This is an optimization exercise on Yosys and OpenROAD, whose aim is small area, not a production implementation.
The RTL was checked by simulation tests, not by an equivalence proof against the original design.
Power and IR drop assume default switching activity.

## JK
// hash_jtree_elastic
module hash_jtree_elastic #(
    parameter int SIGFIG     = 24,
    parameter int RADIX      = 10,
    parameter int VERTS      = 3,
    parameter int AXIS       = 3,
    parameter int COLORS     = 3,
    parameter int SAMPS      = 4,
    parameter int PIPE_DEPTH = 2
) (
    input  logic                                        clk,
    input  logic                                        rst,
    input  logic                                        in_valid,
    output logic                                        in_ready,
    input  logic signed [VERTS-1:0][AXIS-1:0][SIGFIG-1:0] tri_in,
    input  logic [COLORS-1:0][SIGFIG-1:0]               color_in,
    input  logic signed [1:0][SAMPS-1:0][SIGFIG-1:0]    sample_in,
    input  logic [SAMPS-1:0]                            validSamp_in,
    input  logic [3:0]                                  subSample,
    input  logic                                        jitter_en,
    output logic                                        out_valid,
    input  logic                                        out_ready,
  ...
Settings: LEC_CHECK=0, CAP_MARGIN=20, CORE_AREA=5 5 335 335, CTS_BUF_LIST=sky130_fd_sc_hd__clkbuf_4 sky130_fd_sc_hd__clkbuf_8, CTS_CLUSTER_SIZE=20, DIE_AREA=0 0 340 340, SLEW_MARGIN=20; clock period 5.0 ns.
standard.sh (not shown) runs the stock make flow with config.mk's settings and CLKGATE_MAP_FILE= SYNTH_SCRIPT=/design/flow/synth_recipe.tcl, a recipe that flattens the netlist after the stock synthesis.
==> flow/flow/run.sh <==
#!/bin/bash
# Standard layout, with the port buffers made from the smallest buffer cell.
set -euo pipefail
export BUFFER_PORTS_ARGS="-buffer_cell sky130_fd_sc_hd__buf_1"
bash standard.sh > standard.log 2>&1
diff inputs: JK => MS
- a deleted DIE_AREA that had been 0 0 340 340
- an added PLACE_DENSITY of 0.7
- a deleted CORE_AREA that had been 5 5 335 335
- an added CORE_UTILIZATION of 55
- an added CORE_MARGIN of 2
==> flow/run.sh (new file) <==
#!/bin/bash
# synth_recipe.tcl (not shown) runs the flow's synth.tcl, then flattens the netlist and writes it again
# the make line also repeats each setting of config.mk as NAME=value (left out here)
make -C /OpenROAD-flow-scripts/flow DESIGN_CONFIG=/design/flow/config.mk WORK_HOME=/design/flow/orfs CLKGATE_MAP_FILE= SYNTH_SCRIPT=/design/flow/synth_recipe.tcl finish
removed: flow/flow/run.sh
removed: flow/standard.sh
==> run summary <==
- Status | MS and JK | clean except MS
- MS -> JK: number of synthesized flops with an enable pin delta 0, exact match
- Die height: MS vs JK down 28%
- Comparing JK against MS, there is no change at all in synthesized cell count.
- Note that the number of placement rows recorded for MS amounts to 0.73 times the value seen in JK.
- As far as share of cell area taken by muxes after synthesis goes, MS and JK are indistinguishable; the numbers are identical.
- As far as post-synthesis sequential area ratio goes, JK and MS are indistinguishable; the numbers are identical.
- The post-synth net total of MS and that of JK are within noise of each other.
- Of MS and JK, JK shows the lower initial core utilization, with MS above it.
- JK -> MS: area after synthesis delta 0, exact match

* * *

## before
hash_jtree_elastic, a different RTL version from the one above (not shown whole).
For scale: ~1200 cells after synthesis, ~970 flip-flops, roughly 0.031 sq mm of cells after synthesis.
export LEC_CHECK = 0
export CAP_MARGIN = 20
export CORE_AREA = 5 5 555 105
export DIE_AREA = 0 0 560 110
export PLACE_DENSITY = 0.72
export SLEW_MARGIN = 20
export SYNTH_HIERARCHICAL = 1
export SYNTH_MINIMUM_KEEP_SIZE = 0
create_clock -name core_clock -period 5.0 [get_ports {clk}]
==> flow/flow/run.sh <==
#!/bin/bash
# Standard layout, with the port buffers made from the smallest buffer cell
# and a clock tree of fewer, larger leaf clusters without dummy loads.
set -euo pipefail
export BUFFER_PORTS_ARGS="-buffer_cell sky130_fd_sc_hd__buf_1"
export CTS_ARGS="-sink_clustering_enable -repair_clock_nets -sink_clustering_size 17 -sink_clustering_max_diameter 150 -buf_list {sky130_fd_sc_hd__clkbuf_8} -dont_use_dummy_load"
bash standard.sh > standard.log 2>&1
> inputs changed (before -> after)
- changing DIE_AREA from 0 0 560 110 to 0 0 340 340
- changing CORE_AREA from 5 5 555 105 to 5 5 335 335
- removing PLACE_DENSITY (formerly 0.72)
--- a/flow/flow/run.sh
+++ b/flow/flow/run.sh
@@ -6 +6 @@
-export CTS_ARGS="-sink_clustering_enable -repair_clock_nets -sink_clustering_size 17 -sink_clustering_max_diameter 150 -buf_list {sky130_fd_sc_hd__clkbuf_8} -dont_use_dummy_load"
+export CTS_ARGS="-sink_clustering_enable -repair_clock_nets -sink_clustering_size 30 -sink_clustering_max_diameter 80 -buf_list {sky130_fd_sc_hd__clkbuf_16} -dont_use_dummy_load"
- Of after and before, it is after that has the higher largest fanout of any net on the critical path.
- before has lower total wire length than after.
- Comparing before and after, power dissipated in the clock network is lower on before.

afterwards: timing with drivers on the ports:
The flow's constraints put no driver on any port. The routed layouts listed below were extracted and timed again, unchanged, in two steps.
Step 1 (the two cells are an assumption about what drives the block):
set clk [get_ports {clk}]
set_driving_cell -lib_cell sky130_fd_sc_hd__clkbuf_16 $clk
set_driving_cell -lib_cell sky130_fd_sc_hd__buf_2 [delete_from_list [all_inputs] $clk]
Step 2 times the ports against the registers' clock, not the clock port: input delays grow and output delays shrink by t, the midpoint of the rising clock arrivals with the driver on.
Three values: ideal ports, drivers, drivers and shift; two values: the first two.
run | t, ns | setup slack, ns | worst setup path at the end
JK | 0.839 | 1.930 / 1.868 / 1.805 | input to register
before | 0.703 | 2.347 / 2.317 / 1.871 | input to register
after | 0.668 | 2.282 / 2.257 / 2.016 | input to register
After both steps every run listed still meets setup and hold. The setup slack of before, which loses most, moves by -0.030 ns with the drivers and by -0.476 ns with both steps.
